Source: an optimization exercise on an open RTL-to-GDS flow (aim: small area, a short achievable clock period and few clock cycles per item). Production flows keep margins and buffers that such runs may drop.
Power is estimated from default activity; no workload was simulated.

## mining_job_tag_result_matcher_core
module mining_job_tag_result_matcher_core #(
  parameter int JOB_SLOTS = 128
) (
  input  logic                              clk,
  input  logic                              rst,
  input  logic                              in_valid,
  output logic                              in_ready,
  input  logic                              action,
  input  logic [31:0]                       job_version,
  input  logic                              nonce_resp,
  input  logic [31:0]                       frame_word,
  input  logic [7:0]                        frame_addr_byte,
  input  logic [7:0]                        frame_tag_byte,
  input  logic [15:0]                       frame_version,
  output logic                              out_valid,
  input  logic                              out_ready,
  output logic [mjtm_pkg::STATUS_W-1:0]     status,
  output logic [mjtm_pkg::TAG_W-1:0]        tag,
  output logic [mjtm_pkg::CHIP_W-1:0]       chip_index,
  output logic [mjtm_pkg::KIND_W-1:0]       register_kind,
  output logic [31:0]                       data_word,
  output logic [31:0]                       full_version,
  input  logic                              psel,
  input  logic                              penable,
  input  logic                              pwrite,
  input  logic [mjtm_pkg::PADDR_W-1:0]      paddr,
  input  logic [31:0]                       pwdata,
  output logic [31:0]                       prdata,
  output logic                              pready
);
For scale: ~830 flip-flops, about 260 I/O pins, about 34000 sq um of cells after synthesis.
==> flow/config.mk <==
export PLATFORM = sky130hd
export DESIGN_NAME = mining_job_tag_result_matcher_core
export DESIGN_NICKNAME = mining_job_tag_result_matcher_core
export VERILOG_FILES = /design/flow/design.v
export SDC_FILE = /design/flow/constraint.sdc
export NUM_CORES = 4
export LEC_CHECK = 0
export ABC_CLOCK_PERIOD_IN_PS = 2000
export CAP_MARGIN = 20
export CORE_MARGIN = 2
export CORE_UTILIZATION = 65
export CTS_CLUSTER_DIAMETER = 100
export CTS_CLUSTER_SIZE = 30
export SETUP_SLACK_MARGIN = 1.95
export SLEW_MARGIN = 20
export TNS_END_PERCENT = 20
==> flow/constraint.sdc <==
create_clock -name core_clock -period 4.0 [get_ports {clk}]
set_input_delay 0.8000 -clock core_clock [delete_from_list [all_inputs] [get_ports {clk}]]
set_output_delay 0.8000 -clock core_clock [all_outputs]
set_load 0.01 [all_outputs]
standard.sh (not shown) runs the stock make flow with config.mk's settings and CLKGATE_MAP_FILE= SYNTH_SCRIPT=/design/flow/synth_recipe.tcl, a recipe that flattens the netlist after the stock synthesis.
==> flow/flow/run.sh <==
#!/bin/bash
# Standard synthesis, then the standard layout with port buffers of
# sky130_fd_sc_hd__buf_2 and no dummy loads in the clock tree.
set -euo pipefail
bash standard.sh synth > synth.log 2>&1
bash standard.sh \
  "BUFFER_PORTS_ARGS=-buffer_cell sky130_fd_sc_hd__buf_2" \
  "CTS_ARGS=-sink_clustering_enable -repair_clock_nets -dont_use_dummy_load -sink_clustering_size 30 -sink_clustering_max_diameter 100" \
  finish > layout.log 2>&1
Rerun with:
--- a/flow/design.v
+++ b/flow/design.v
@@ -742,31 +742,22 @@
   output logic [mjtm_pkg::KIND_W-1:0]       register_kind,
   output logic [31:0]                       data_word,
   output logic [31:0]                       full_version,
   input  logic                              psel,
   input  logic                              penable,
   input  logic                              pwrite,
   input  logic [mjtm_pkg::PADDR_W-1:0]      paddr,
   input  logic [31:0]                       pwdata,
   output logic [31:0]                       prdata,
   output logic                              pready
 );
-  function automatic logic ge4(input logic [3:0] r, input logic [3:0] h,
-                               input logic lo);
-    logic [3:0] g;            
-    logic [3:0] e;            
-    g = r & ~h;
-    e = (r | ~h) & (~r | h);
-    ge4 = g[3] | (e[3] & g[2]) | (e[3] & e[2] & g[1]) |
-          (e[3] & e[2] & e[1] & g[0]) | (e[3] & e[2] & e[1] & e[0] & lo);
-  endfunction
   logic [8:0]  spacing;
   logic [8:0]  spacing_n;     
   logic        sp_wr;
   assign pready = 1'b1;
   assign sp_wr  = psel && penable && pwrite && !paddr[2];
   always_ff @(posedge clk) begin
     if (rst) begin
       spacing   <= mjtm_pkg::INTERVAL_RESET;
       spacing_n <= ~mjtm_pkg::INTERVAL_RESET;
     end else if (sp_wr) begin
       spacing   <= pwdata[8:0];
@@ -912,23 +903,24 @@
       s1_rh    <= a_rh;
       s1_loge  <= a_loge;
     end
   end
   logic s1_nhit;              
   logic s1_div;               
   assign s1_nhit = s1_nonce && s1_hit;
   assign s1_div  = s1_reg || s1_nhit;
   logic [15:1] b_ge;
   always_comb begin
     for (int m = 1; m < 16; m++) begin
-      b_ge[m] = s1_div && !mbig[m] && ge4(s1_rh, mval[m][7:4], s1_loge[m]);
+      b_ge[m] = s1_div && !mbig[m] &&
+                ((s1_rh > mval[m][7:4]) || ((s1_rh == mval[m][7:4]) && s1_loge[m]));
     end
   end
   logic [3:0] b_ql;
   assign b_ql[3] = b_ge[8];
   assign b_ql[2] = (b_ge[4] & !b_ge[8]) | b_ge[12];
   assign b_ql[1] = (b_ge[2] & !b_ge[4]) | (b_ge[6] & !b_ge[8]) |
                    (b_ge[10] & !b_ge[12]) | b_ge[14];
   assign b_ql[0] = (b_ge[1] & !b_ge[2]) | (b_ge[3] & !b_ge[4]) |
                    (b_ge[5] & !b_ge[6]) | (b_ge[7] & !b_ge[8]) |
                    (b_ge[9] & !b_ge[10]) | (b_ge[11] & !b_ge[12]) |
                    (b_ge[13] & !b_ge[14]) | b_ge[15];
The changed run passed the timing, design-rule and antenna checks.
Core utilization barely changes.
Total power hardly moves.
Non-clock buffer count falls by 15.
Setup slack gets worse by 43 ps.
Die area rises by 0.76%.
Sequential power stays flat.
Flip-flop and latch count stays the same.
Maximum frequency falls by 1.9%.
Cell area rises by 0.44%.
Function was not checked in any run of this note: the RTL went through the layout flow alone.

-- afterwards: timing with drivers on the ports --
The flow's constraints put no driver on any port. The routed layouts listed below were extracted and timed again, unchanged, in two steps.
Step 1 assumes that a clkbuf_16 drives the clock port and a buf_2 every other input.
Step 2 times the ports against the registers' clock, not the clock port: input delays grow and output delays shrink by t, the midpoint of the rising clock arrivals with the driver on.
Three values: ideal ports, drivers, drivers and shift; two values: the first two.
run | t (ns) | setup slack, ns | worst data-port slew with drivers (ns) | pins driven straight from the clock port
the first run | 0.619 | 1.751 / 1.751 / 1.171 | 0.06 | 1
the second run | 0.634 | 1.708 / 1.708 / 1.180 | 0.05 | 1
After both steps every run listed still meets setup and hold. For the first run, which loses most, drivers alone change the setup slack by 0.000 ns; drivers and shift together by -0.580 ns.
